This is an optimization exercise on Yosys and OpenROAD, whose aim is small area, a short achievable clock period and few clock cycles per item, not a production implementation.
At most, simulation tests tie the RTL to the original design; equivalence was not proved.

the baseline:
==> flow/design.v <==
module permutation_multi_round (
  input  logic         clock,
  input  logic         reset_n,
  input  logic         i_sys_enable,
  input  logic         i_start,
  input  logic [3:0]   i_num_rounds,
  input  logic [319:0] i_state,
  output logic         o_busy,
  output logic         o_done,
  output logic         o_error,
  output logic [319:0] o_state
);
  localparam int CUT = 0;
  function automatic logic [63:0] ror64(input logic [63:0] x, input integer n);
    logic [127:0] w_dbl;
    w_dbl = {x, x} >> n;
    ror64 = w_dbl[63:0];
  endfunction
  function automatic logic [319:0] round_tail(input logic [319:0] z);
    logic [63:0] z0, z1, z2, z3, z4;
    z0 = z[319:256];
    z1 = z[255:192];
    z2 = z[191:128];
    z3 = z[127:64];
    z4 = z[63:0];
    z0 = z0 ^ ror64(z0, 19) ^ ror64(z0, 28);
    z1 = z1 ^ ror64(z1, 61) ^ ror64(z1, 39);
    z2 = z2 ^ ror64(z2, 1)  ^ ror64(z2, 6);
    z3 = z3 ^ ror64(z3, 10) ^ ror64(z3, 17);
    z4 = z4 ^ ror64(z4, 7)  ^ ror64(z4, 41);
    round_tail = {z0, z1, z2, z3, z4};
  endfunction
  function automatic logic [319:0] round_head(input logic [319:0] s, input logic [7:0] rc);
    logic [63:0] a0, a1, a2, a3, a4;
    logic [63:0] y0, y1, y2, y3, y4;
    a0 = s[319:256] ^ s[63:0];
    a1 = s[255:192];
    a2 = s[191:128] ^ s[255:192] ^ {56'd0, rc};
    a3 = s[127:64];
    a4 = s[63:0] ^ s[127:64];
    y0 = a0 ^ (~a1 & a2);
    y1 = a1 ^ (~a2 & a3);
    y2 = a2 ^ (~a3 & a4);
    y3 = a3 ^ (~a4 & a0);
    y4 = a4 ^ (~a0 & a1);
    round_head = {y0 ^ y4, y1 ^ y0, ~y2, y3 ^ y2, y4};
  endfunction
  function automatic logic [7:0] rconst(input logic [3:0] i);
    rconst = {4'hF - i, i};
  endfunction
  logic         r_run;
  logic [3:0]   r_idx;
  logic [319:0] r_state;
  logic         r_done;
  logic         r_error;
  logic [319:0] w_tail;
  logic [319:0] w_src;
  logic [3:0]   w_src_idx;
  logic [319:0] w_head;
  logic         w_legal;
  logic         w_load;
  logic         w_last;
  assign w_legal = (i_num_rounds != 4'd0) &&
                   !(i_num_rounds[3] && i_num_rounds[2] && (i_num_rounds[1] || i_num_rounds[0]));
  assign w_load  = !r_run && i_start && w_legal;
  assign w_tail    = round_tail(r_state);
  assign w_src_idx = r_run ? r_idx + 4'd1 : 4'd12 - i_num_rounds;
  assign w_last    = (w_src_idx == 4'd11);
  if (CUT == 0) begin : g_cut0
    assign w_src   = r_run ? r_state : i_state;
    assign w_head  = round_tail(round_head(w_src, rconst(w_src_idx)));
    assign o_state = r_state;
  end else begin : g_cut1
    assign w_src   = r_run ? w_tail : i_state;
    assign w_head  = round_head(w_src, rconst(w_src_idx));
    assign o_state = w_tail;
  end
  always_ff @(posedge clock or negedge reset_n) begin
    if (!reset_n) begin
      r_run   <= 1'b0;
      r_idx   <= 4'd0;
      r_state <= 320'd0;
      r_done  <= 1'b0;
      r_error <= 1'b0;
    end else if (!i_sys_enable) begin
      r_run   <= 1'b0;
      r_idx   <= 4'd0;
      r_state <= 320'd0;
      r_done  <= 1'b0;
      r_error <= 1'b0;
    end else begin
      if (r_run || w_load) begin
        r_state <= w_head;
        r_idx   <= w_src_idx;
        r_run   <= !w_last;
        r_done  <= w_last;
      end else begin
        r_done  <= 1'b0;
      end
      r_error <= !r_run && i_start && !w_legal;
    end
  end
  assign o_busy  = r_run;
  assign o_done  = r_done;
  assign o_error = r_error;
endmodule
clock: 5.0 ns
lec_check: 0
cap_margin: 20
core_margin: 2
core_utilization: 40
setup_slack_margin: 2.0
slew_margin: 20
standard.sh (not shown) runs the stock make flow with config.mk's settings and CLKGATE_MAP_FILE= SYNTH_SCRIPT=/design/flow/synth_recipe.tcl, a recipe that flattens the netlist after the stock synthesis.
==> flow/flow/run.sh <==
#!/bin/bash
# Standard layout, with the port buffers made from plain buffers.
bash standard.sh BUFFER_PORTS_ARGS="-buffer_cell sky130_fd_sc_hd__buf_1" finish > standard.log 2>&1
The flow for the baseline finished, though final verification flagged slew limit.
What the candidate does differently from the baseline at the input level:
--- a/flow/design.v
+++ b/flow/design.v
@@ -11,5 +11,5 @@
   output logic [319:0] o_state
 );
-  localparam int CUT = 0;
+  localparam int CUT = 1;
   function automatic logic [63:0] ror64(input logic [63:0] x, input integer n);
     logic [127:0] w_dbl;
Results
The candidate ended with every stage complete and zero timing, DRC or antenna violations.
Relative to the baseline, post-route minimum period has gone down in the candidate.
Changes observed in the candidate relative to the baseline: detailed-placement wirelength estimate decreased 4.6%, sequential portion of the cell area increased 4.0 points, synthesized area decreased 510 um2, number of gates given a new drive strength after cts decreased 275.
Looking at slowest stage cell on the critical path, the xor3_2 result is from the candidate; the dfrtp_4 one comes from the baseline.
Looking at synthesized cell count, the candidate sits 11% lower than the baseline does.
Total length of routed met2 wires is lower on the candidate
| number of clock buffers in the layout | lower: the candidate |
Critical-path maximum fanout (the candidate over the baseline): decrease, 3
In the candidate relative to the baseline, cell count had gone down by more than 10%.
The candidate ended up with flop to output pin as its critical path class; the baseline ended up with flop to flop.
In the floorplan summary, the candidate is listed with a die area less than that of the baseline.
Testbench counts of the candidate, summed over its fixed seeds: cycles 22,998, items 2,400.
Only the layout flow was run in the baseline; the RTL was not checked for function there.

========
== oak ==
// permutation_multi_round: RTL as listed in full above, without the edits since
clock: 5.0 ns
lec_check: 0
cap_margin: 20
core_margin: 2
core_utilization: 40
setup_slack_margin: 1.5
slew_margin: 20
run.sh (not shown) runs the stock make flow with config.mk's settings and CLKGATE_MAP_FILE= SYNTH_SCRIPT=/design/flow/synth_recipe.tcl, a recipe that flattens the netlist after the stock synthesis.
Stock flow here: none of the scripts above is used.
> inputs changed (oak -> pine)
--- a/flow/design.v
+++ b/flow/design.v
@@ -7,13 +7,13 @@
   input  logic [319:0] i_state,
   output logic         o_busy,
   output logic         o_done,
   output logic         o_error,
   output logic [319:0] o_state
 );
-  localparam int CUT = 0;
+  localparam int CUT = 1;
   function automatic logic [63:0] ror64(input logic [63:0] x, input integer n);
     logic [127:0] w_dbl;
     w_dbl = {x, x} >> n;
     ror64 = w_dbl[63:0];
   endfunction
   function automatic logic [319:0] round_tail(input logic [319:0] z);
Results
In the tables for pine and oak, non-filler instance count after layout reads lower with pine. In pine, the amount of wire on met3 after detailed routing came out about 8% below the value in oak. Diff pine and oak: global-route usage lower in oak. [compare] base=oak new=pine: post-CTS repair timing setup buffer count saw a decrease, non-clock buffer instance count of the final layout went down by about 17%.
Testbench counts of pine, summed over its fixed seeds: cycles 22,998, items 2,400.
The RTL of oak was laid out without a check of its function.

========
== old ==
// permutation_multi_round: RTL as listed in full above, without the edits since
make LEC_CHECK=0 CAP_MARGIN=20 CORE_MARGIN=2 CORE_UTILIZATION=40 SETUP_SLACK_MARGIN=2.0 SLEW_MARGIN=20 finish   # period 5.0 ns
#### Input delta (new over old)
-- flow/design.v --
<<< old, line 11
  output logic [319:0] o_state
);
  localparam int CUT = 0;
  function automatic logic [63:0] ror64(input logic [63:0] x, input integer n);
    logic [127:0] w_dbl;
>>> new, line 11
  output logic [319:0] o_state
);
  localparam int CUT = 1;
  function automatic logic [63:0] ror64(input logic [63:0] x, input integer n);
    logic [127:0] w_dbl;
Findings:
[new vs old] final-stage net count: lower in new
For fmax, old and new come out practically identical.
When the final numbers for old and new were put side by side, the final critical-path required period turned out to be smaller in old.
Looking at data required time of the critical path, new sits below old.
Origin of the worst setup path: r_state[116]$_DFFE_PN0P_ -> new, r_run$_DFFE_PN0P_ -> old
Delta (new minus old): core utilization went down 5.7 points, number of vias in the routed layout shrank by 2373, distinct cell type count of the synthesized netlist grew by 1.
The final worst-path setup slack number comes out higher for old vs new.
Taking old as the reference point, the global-route wire length before repair of new falls by 4.9 mm.
Testbench counts of new, summed over its fixed seeds: cycles 22,998, items 2,400.
No functional check of the RTL was part of old.

========
Setup of the reference run:
Another version of the RTL of permutation_multi_round (not shown whole).
Size in the first run: ~3400 cells after synthesis, ~330 flip-flops, about 650 I/O pins, about 33000 um2 of cells after synthesis.
==> module permutation_multi_round, before the edit <==
module permutation_multi_round (
  input  logic         clock,
  input  logic         reset_n,
  input  logic         i_sys_enable,
  input  logic         i_start,
  input  logic [3:0]   i_num_rounds,
  input  logic [319:0] i_state,
  output logic         o_busy,
  output logic         o_done,
  output logic         o_error,
  output logic [319:0] o_state
);
  localparam int CUT = 2;
  function automatic logic [63:0] ror64(input logic [63:0] x, input integer n);
    logic [127:0] w_dbl;
    w_dbl = {x, x} >> n;
    ror64 = w_dbl[63:0];
  endfunction
  function automatic logic [319:0] round_tail(input logic [319:0] z);
    logic [63:0] z0, z1, z2, z3, z4;
    z0 = z[319:256];
    z1 = z[255:192];
    z2 = z[191:128];
    z3 = z[127:64];
    z4 = z[63:0];
    z0 = z0 ^ ror64(z0, 19) ^ ror64(z0, 28);
    z1 = z1 ^ ror64(z1, 61) ^ ror64(z1, 39);
    z2 = z2 ^ ror64(z2, 1)  ^ ror64(z2, 6);
    z3 = z3 ^ ror64(z3, 10) ^ ror64(z3, 17);
    z4 = z4 ^ ror64(z4, 7)  ^ ror64(z4, 41);
    round_tail = {z0, z1, z2, z3, z4};
  endfunction
  function automatic logic [319:0] round_head(input logic [319:0] s, input logic [7:0] rc);
    logic [63:0] a0, a1, a2, a3, a4;
    logic [63:0] y0, y1, y2, y3, y4;
    a0 = s[319:256] ^ s[63:0];
    a1 = s[255:192];
    a2 = s[191:128] ^ s[255:192] ^ {56'd0, rc};
    a3 = s[127:64];
    a4 = s[63:0] ^ s[127:64];
    y0 = a0 ^ (~a1 & a2);
    y1 = a1 ^ (~a2 & a3);
    y2 = a2 ^ (~a3 & a4);
    y3 = a3 ^ (~a4 & a0);
    y4 = a4 ^ (~a0 & a1);
    round_head = {y0 ^ y4, y1 ^ y0, ~y2, y3 ^ y2, y4};
  endfunction
  function automatic logic [319:0] sbox_in(input logic [319:0] s);
    sbox_in = {s[319:256] ^ s[63:0], s[255:192], s[191:128] ^ s[255:192],
               s[127:64], s[63:0] ^ s[127:64]};
  endfunction
  function automatic logic [319:0] sbox_rest(input logic [319:0] s, input logic [7:0] rc);
    logic [63:0] a0, a1, a2, a3, a4;
    logic [63:0] y0, y1, y2, y3, y4;
    a0 = s[319:256];
    a1 = s[255:192];
    a2 = s[191:128] ^ {56'd0, rc};
    a3 = s[127:64];
    a4 = s[63:0];
    y0 = a0 ^ (~a1 & a2);
    y1 = a1 ^ (~a2 & a3);
    y2 = a2 ^ (~a3 & a4);
    y3 = a3 ^ (~a4 & a0);
    y4 = a4 ^ (~a0 & a1);
    sbox_rest = {y0 ^ y4, y1 ^ y0, ~y2, y3 ^ y2, y4};
  endfunction
  function automatic logic [7:0] rconst(input logic [3:0] i);
    rconst = {4'hF - i, i};
  endfunction
  logic         r_run;
  logic [3:0]   r_idx;
  logic [319:0] r_state;
  logic         r_done;
  logic         r_error;
  logic [319:0] w_tail;
  logic [319:0] w_src;
  logic [3:0]   w_src_idx;
  logic [319:0] w_head;
  logic         w_legal;
  logic         w_load;
  logic         w_last;
  assign w_legal = (i_num_rounds != 4'd0) &&
                   !(i_num_rounds[3] && i_num_rounds[2] && (i_num_rounds[1] || i_num_rounds[0]));
  assign w_load  = !r_run && i_start && w_legal;
  assign w_tail    = round_tail(r_state);
  assign w_src_idx = r_run ? r_idx + 4'd1 : 4'd12 - i_num_rounds;
  assign w_last    = (w_src_idx == 4'd11);
  if (CUT == 0) begin : g_cut0
    assign w_src   = r_run ? r_state : i_state;
    assign w_head  = round_tail(round_head(w_src, rconst(w_src_idx)));
    assign o_state = r_state;
  end else if (CUT == 2) begin : g_cut2
    assign w_src   = r_run ? sbox_in(r_state) : sbox_in(i_state);
    assign w_head  = round_tail(sbox_rest(w_src, rconst(w_src_idx)));
    assign o_state = r_state;
  end else begin : g_cut1
    assign w_src   = r_run ? w_tail : i_state;
    assign w_head  = round_head(w_src, rconst(w_src_idx));
    assign o_state = w_tail;
  end
  always_ff @(posedge clock or negedge reset_n) begin
    if (!reset_n) begin
      r_run   <= 1'b0;
      r_idx   <= 4'd0;
      r_state <= 320'd0;
      r_done  <= 1'b0;
      r_error <= 1'b0;
    end else if (!i_sys_enable) begin
      r_run   <= 1'b0;
      r_idx   <= 4'd0;
      r_state <= 320'd0;
      r_done  <= 1'b0;
      r_error <= 1'b0;
    end else begin
      if (r_run || w_load) begin
        r_state <= w_head;
        r_idx   <= w_src_idx;
        r_run   <= !w_last;
        r_done  <= w_last;
      end else begin
        r_done  <= 1'b0;
      end
      r_error <= !r_run && i_start && !w_legal;
    end
  end
  assign o_busy  = r_run;
  assign o_done  = r_done;
  assign o_error = r_error;
endmodule
clock: 5.0 ns
lec_check: 0
cap_margin: 20
core_margin: 2
core_utilization: 40
setup_slack_margin: 2.0
slew_margin: 20
standard.sh (not shown) runs the stock make flow with config.mk's settings and CLKGATE_MAP_FILE= SYNTH_SCRIPT=/design/flow/synth_recipe.tcl, a recipe that flattens the netlist after the stock synthesis.
Scripts as last shown in full above: flow/flow/run.sh
Here is what was changed in the inputs of the trial run compared with the reference run.
==> flow/design.v <==
module permutation_multi_round (
  input  logic         clock,
  input  logic         reset_n,
  input  logic         i_sys_enable,
  input  logic         i_start,
  input  logic [3:0]   i_num_rounds,
  input  logic [319:0] i_state,
  output logic         o_busy,
  output logic         o_done,
  output logic         o_error,
  output logic [319:0] o_state
);
  function automatic logic [63:0] ror64(input logic [63:0] x, input integer n);
    logic [127:0] w_dbl;
    w_dbl = {x, x} >> n;
    ror64 = w_dbl[63:0];
  endfunction
  function automatic logic [319:0] round_tail(input logic [319:0] z);
    logic [63:0] z0, z1, z2, z3, z4;
    z0 = z[319:256];
    z1 = z[255:192];
    z2 = z[191:128];
    z3 = z[127:64];
    z4 = z[63:0];
    z0 = z0 ^ ror64(z0, 19) ^ ror64(z0, 28);
    z1 = z1 ^ ror64(z1, 61) ^ ror64(z1, 39);
    z2 = z2 ^ ror64(z2, 1)  ^ ror64(z2, 6);
    z3 = z3 ^ ror64(z3, 10) ^ ror64(z3, 17);
    z4 = z4 ^ ror64(z4, 7)  ^ ror64(z4, 41);
    round_tail = {z0, z1, z2, z3, z4};
  endfunction
  function automatic logic [319:0] round_head(input logic [319:0] s, input logic [7:0] rc);
    logic [63:0] a0, a1, a2, a3, a4;
    logic [63:0] y0, y1, y2, y3, y4;
    a0 = s[319:256] ^ s[63:0];
    a1 = s[255:192];
    a2 = s[191:128] ^ s[255:192] ^ {56'd0, rc};
    a3 = s[127:64];
    a4 = s[63:0] ^ s[127:64];
    y0 = a0 ^ (~a1 & a2);
    y1 = a1 ^ (~a2 & a3);
    y2 = a2 ^ (~a3 & a4);
    y3 = a3 ^ (~a4 & a0);
    y4 = a4 ^ (~a0 & a1);
    round_head = {y0 ^ y4, y1 ^ y0, ~y2, y3 ^ y2, y4};
  endfunction
  function automatic logic [7:0] rconst(input logic [3:0] i);
    rconst = {4'hF - i, i};
  endfunction
  logic         r_run;
  logic [3:0]   r_idx;      
  logic [319:0] r_state;
  logic         r_done;
  logic         r_error;
  logic [319:0] w_tail;
  logic [319:0] w_src;
  logic [7:0]   w_rc;
  logic [319:0] w_head;
  logic         w_legal;
  logic         w_load;
  logic         w_last;
  logic [3:0]   w_idx_nxt;
  assign w_legal = (i_num_rounds != 4'd0) &&
                   !(i_num_rounds[3] && i_num_rounds[2] && (i_num_rounds[1] || i_num_rounds[0]));
  assign w_load  = !r_run && i_start && w_legal;
  assign w_tail = round_tail(r_state);
  always_comb begin
    if (r_run) begin
      w_rc      = rconst(r_idx);
      w_last    = (r_idx == 4'd11);
      w_idx_nxt = r_idx + 4'd1;
    end else begin
      w_rc      = {4'd3 + i_num_rounds, 4'd12 - i_num_rounds};
      w_last    = (i_num_rounds == 4'd1);
      w_idx_nxt = 4'd13 - i_num_rounds;
    end
  end
  assign w_src   = r_run ? w_tail : i_state;
  assign w_head  = round_head(w_src, w_rc);
  assign o_state = w_tail;
  always_ff @(posedge clock or negedge reset_n) begin
    if (!reset_n) begin
      r_run   <= 1'b0;
      r_idx   <= 4'd0;
      r_state <= 320'd0;
      r_done  <= 1'b0;
      r_error <= 1'b0;
    end else if (!i_sys_enable) begin
      r_run   <= 1'b0;
      r_idx   <= 4'd0;
      r_state <= 320'd0;
      r_done  <= 1'b0;
      r_error <= 1'b0;
    end else begin
      if (r_run || w_load) begin
        r_state <= w_head;
        r_idx   <= w_idx_nxt;
        r_run   <= !w_last;
        r_done  <= w_last;
      end else begin
        r_done  <= 1'b0;
      end
      r_error <= !r_run && i_start && !w_legal;
    end
  end
  assign o_busy  = r_run;
  assign o_done  = r_done;
  assign o_error = r_error;
endmodule
## What came out
Taking the reference run as the reference, in the trial run area occupied by multi-input gates went down 14%, fraction of the mapped netlist area in compound gates went up 0.67 points, footprint of the flip-flops and latches held, final design utilization held.
Sort the reference run and the trial run by final worst setup slack desc -> top: the reference run
Per-cell routed wire length, the reference run and the trial run: larger value in the trial run
No functional check of the RTL was part of any run of this note.

[afterwards: timing with drivers on the ports]
No port has a modelled driver above. Below, the same layouts with a new extraction and two added sets of constraints. Step 1 assumes that a clkbuf_16 drives the clock port and a buf_2 every other input. Step 2 moves the port delays by t, midway between the first and last clock arrival at a register: inputs arrive t later, outputs are due t later. That takes back most of the time a late clock gives input paths. Three values: ideal ports, drivers, drivers and shift; two values: the first two.
| run | t (ns) | setup WS [ns] | worst setup path at the end |
|---|---|---|---|
| the baseline | 0.651 | 1.890 / 1.890 / 1.352 | input to register |
| the candidate | 0.658 | 1.952 / 1.878 / 1.530 | input to register |
| oak | 0.659 | 1.467 / 1.467 / 1.070 | input to register |
| pine | 0.643 | 1.484 / 1.413 / 1.057 | input to register |
| old | 0.666 | 1.884 / 1.883 / 1.368 | input to register |
| new | 0.639 | 1.878 / 1.807 / 1.413 | input to register |
| the reference run | 0.661 | 1.969 / 1.969 / 1.370 | input to register |
| the trial run | 0.647 | 1.875 / 1.803 / 1.553 | input to register |
For the reference run, which loses most, drivers alone change the setup slack by 0.000 ns; drivers and shift together by -0.599 ns.
